Background: an optimization exercise with open tools, aiming at small area, a short achievable clock period and few clock cycles per item. Do not read the settings as production practice.
Power is estimated from default activity; no workload was simulated.

== oak ==
## break_reminder_timer
module break_reminder_timer (
  input  logic                            clk,
  input  logic                            rst_n,
  input  logic                            in_tvalid,
  output logic                            in_tready,
  input  logic [brt_pkg::IN_TDATA_W-1:0]  in_tdata,
  input  logic [2:0]                      in_tuser,
  output logic                            out_tvalid,
  input  logic                            out_tready,
  output logic [brt_pkg::OUT_TDATA_W-1:0] out_tdata,
  input  logic                            cfg_valid,
  output logic                            cfg_ready,
  input  logic [brt_pkg::CFG_IDX_W-1:0]   cfg_index,
  input  logic [brt_pkg::CFG_DATA_W-1:0]  cfg_data
);
  logic [13:0] ivl15;
  logic [15:0] break_secs;
  logic [15:0] warn_level;
  logic [11:0] idle15;
  logic [7:0]  max_hold_min;
  logic [11:0] grace15;
  logic [8:0]  mode_bits;
  logic [21:0] work_window;
  logic        s1_vld;
  logic [2:0]  s1_req;
  logic        s1_idle;
  logic        s1_run;
  logic [3:0]  s1_busy;
  logic        out_vld;
  logic [1:0]  phase;
  logic [15:0] cd;
  logic [7:0]  hm;
  logic [5:0]  hs;
  logic [3:0]  reason;
  logic        paused;
  logic [2:0]  ev;
  logic [1:0]  n_phase;
  logic [15:0] n_cd;
  logic        n_hclr;
  logic        n_hinc;
  logic        n_zero;
  logic        n_le1;
  logic        cd_zero;
  ...
For scale: ~1,100 cells after synthesis, about 160 flip-flops, roughly 110 I/O pins, roughly 0.0096 sq mm of cells after synthesis.
clock: 6.5 ns
lec_check: 0
abc_area: 1
cap_margin: 20
core_margin: 2
core_utilization: 65
cts_buf_list: sky130_fd_sc_hd__clkbuf_4 sky130_fd_sc_hd__clkbuf_8
setup_slack_margin: 3.5
slew_margin: 20
standard.sh (not shown) runs the stock make flow with config.mk's settings and CLKGATE_MAP_FILE= SYNTH_SCRIPT=/design/flow/synth_recipe.tcl, a recipe that flattens the netlist after the stock synthesis.
==> flow/flow/run.sh <==
#!/bin/bash
# Layout flow: the standard flow (standard synthesis and ORFS layout),
# with the port buffers that buffer_ports inserts made plain buf_1 cells
# instead of the tool's default pick (a slow delay buffer).
# ORFS writes each step's log under orfs/logs; make's own output is kept in
# standard.log here.
set -euo pipefail
cd "$(dirname "$0")/.."
export BUFFER_PORTS_ARGS="-buffer_cell sky130_fd_sc_hd__buf_1"
bash standard.sh > standard.log 2>&1
oak ended with every stage complete and zero timing, DRC or antenna violations.
Input-level comparison between pine and oak:
diff --git a/flow/config.mk b/flow/config.mk
--- a/flow/config.mk
+++ b/flow/config.mk
@@ -9,5 +9,5 @@
 export CAP_MARGIN = 20
 export CORE_MARGIN = 2
-export CORE_UTILIZATION = 65
+export CORE_UTILIZATION = 40
 export CTS_BUF_LIST = sky130_fd_sc_hd__clkbuf_4 sky130_fd_sc_hd__clkbuf_8
 export SETUP_SLACK_MARGIN = 3.5
Findings:
- pine completed every stage of the flow, and the final layout passed the timing, DRC and antenna checks.
- Taking oak as the reference point, the actual transition at the worst max-transition pin of pine rises by 0.14 ns.
- Clock group share of total power, oak and pine: higher on pine
- Summary of pine over oak: maximum frequency saw a decrease; hold slack -0.027 ns; overall die height +27%.
- Diff oak -> pine: global-route usage fell 9.5 points; worst setup slack fell 0.033 ns.
#### Input delta (birch over pine)
==> flow/run.sh (new file) <==
#!/bin/bash
# synth_recipe.tcl (not shown) runs the flow's synth.tcl, then flattens the netlist and writes it again
# the make line also repeats each setting of config.mk as NAME=value (left out here)
make -C /OpenROAD-flow-scripts/flow DESIGN_CONFIG=/design/flow/config.mk WORK_HOME=/design/flow/orfs CLKGATE_MAP_FILE= SYNTH_SCRIPT=/design/flow/synth_recipe.tcl finish
diff --git a/flow/config.mk b/flow/config.mk
--- a/flow/config.mk
+++ b/flow/config.mk
@@ -10,5 +10,4 @@
 export CORE_MARGIN = 2
 export CORE_UTILIZATION = 40
-export CTS_BUF_LIST = sky130_fd_sc_hd__clkbuf_4 sky130_fd_sc_hd__clkbuf_8
 export SETUP_SLACK_MARGIN = 3.5
 export SLEW_MARGIN = 20
removed: flow/flow/run.sh
removed: flow/standard.sh
## What came out
Against pine, post-layout instance area in birch came out worse. The run showing the greater portion of the layout cell area used by clock cells is birch. Fraction of area in non-clock buffers in birch is 4.9 points above pine. Summary of birch over pine: global-route usage grew by 0.40 points; non-clock buffer count in the final layout grew by 6.6%; transition at the pin with the smallest max-transition slack shrank by 0.13 ns; layout-stage area growth over the synthesis result grew by 9.1 points.
Setup changes, birch to maple
diff --git a/flow/config.mk b/flow/config.mk
--- a/flow/config.mk
+++ b/flow/config.mk
@@ -6,5 +6,4 @@
 export NUM_CORES = 4
 export LEC_CHECK = 0
-export ABC_AREA = 1
 export CAP_MARGIN = 20
 export CORE_MARGIN = 2
maple ended with more per-cell routed wire length than birch. maple: fraction of power consumed by combinational cells lower than birch. Across both runs, number of distinct library cells after synthesis was higher for maple than for birch.
Changes in cedar relative to maple:
==> flow/flow/run.sh (new file) <==
#!/bin/bash
# Layout flow: the standard flow (standard synthesis and ORFS layout),
# with the port buffers that buffer_ports inserts made plain buf_1 cells
# instead of the tool's default pick (a slow delay buffer).
# ORFS writes each step's log under orfs/logs; make's own output is kept in
# standard.log here.
set -euo pipefail
cd "$(dirname "$0")/.."
export BUFFER_PORTS_ARGS="-buffer_cell sky130_fd_sc_hd__buf_1"
bash standard.sh > standard.log 2>&1
==> flow/standard.sh (new file) <==
#!/bin/bash
# synth_recipe.tcl (not shown) runs the flow's synth.tcl, then flattens the netlist and writes it again
# the make line also repeats each setting of config.mk as NAME=value (left out here)
make -C /OpenROAD-flow-scripts/flow DESIGN_CONFIG=/design/flow/config.mk WORK_HOME=/design/flow/orfs CLKGATE_MAP_FILE= SYNTH_SCRIPT=/design/flow/synth_recipe.tcl "${@:-finish}"
diff --git a/flow/config.mk b/flow/config.mk
--- a/flow/config.mk
+++ b/flow/config.mk
@@ -6,7 +6,8 @@
 export NUM_CORES = 4
 export LEC_CHECK = 0
+export ABC_AREA = 1
 export CAP_MARGIN = 20
 export CORE_MARGIN = 2
 export CORE_UTILIZATION = 40
-export SETUP_SLACK_MARGIN = 3.5
+export SETUP_SLACK_MARGIN = 4.0
 export SLEW_MARGIN = 20
removed: flow/run.sh
==> run notes <==
- Compared with maple, cedar shows a lower fraction of area in clock buffers and inverters.
- Comparing cedar against maple, there is no change at all in fraction of registers with async set or reset after synthesis.
- cedar vs. maple: growth of design area from synthesis to finish went down by 2.8 points.
- hold_over as the critical path endpoint was reported by maple, and in_tready by cedar.
- The combinational power share of cedar exceeds that of maple by 2.3 points.
- [compare] base=maple new=cedar: total stage count of the critical path went down; worst reg2reg path depth went down; final estimated routing congestion in global placement went up.
No run of this note included a check of the RTL's function; only the layout flow was run.

==> what the ideal ports hide <==
No port has a modelled driver above. Below, the same layouts with a new extraction and two added sets of constraints.
Step 1: set_driving_cell puts a clkbuf_16 on clk and a buf_2 on each other input, an assumption about the parent block.
Step 2 moves the port delays by t, midway between the first and last clock arrival at a register: inputs arrive t later, outputs are due t later. That takes back most of the time a late clock gives input paths.
Slacks: ideal ports / drivers / drivers and shift; pairs: ideal ports / drivers.
| run | shift t [ns] | setup WS [ns] | worst register clock-pin slew, ns | worst slew at a driven data input, ns | cell pins on the clock port's net |
|---|---|---|---|---|---|
| oak | 0.508 | 3.549 / 3.529 / 3.130 | 0.10 / 0.10 | 0.04 | 1 |
| pine | 0.505 | 3.516 / 3.496 / 3.035 | 0.10 / 0.10 | 0.04 | 1 |
| birch | 0.475 | 3.554 / 3.530 / 3.144 | 0.07 / 0.07 | 0.05 | 1 |
| maple | 0.474 | 2.698 / 2.698 / 2.698 | 0.07 / 0.07 | 0.05 | 1 |
| cedar | 0.469 | 3.573 / 3.532 / 3.459 | 0.07 / 0.07 | 0.06 | 1 |
After both steps every run listed still meets setup and hold. For pine, which loses most, drivers alone change the setup slack by -0.020 ns; drivers and shift together by -0.481 ns.
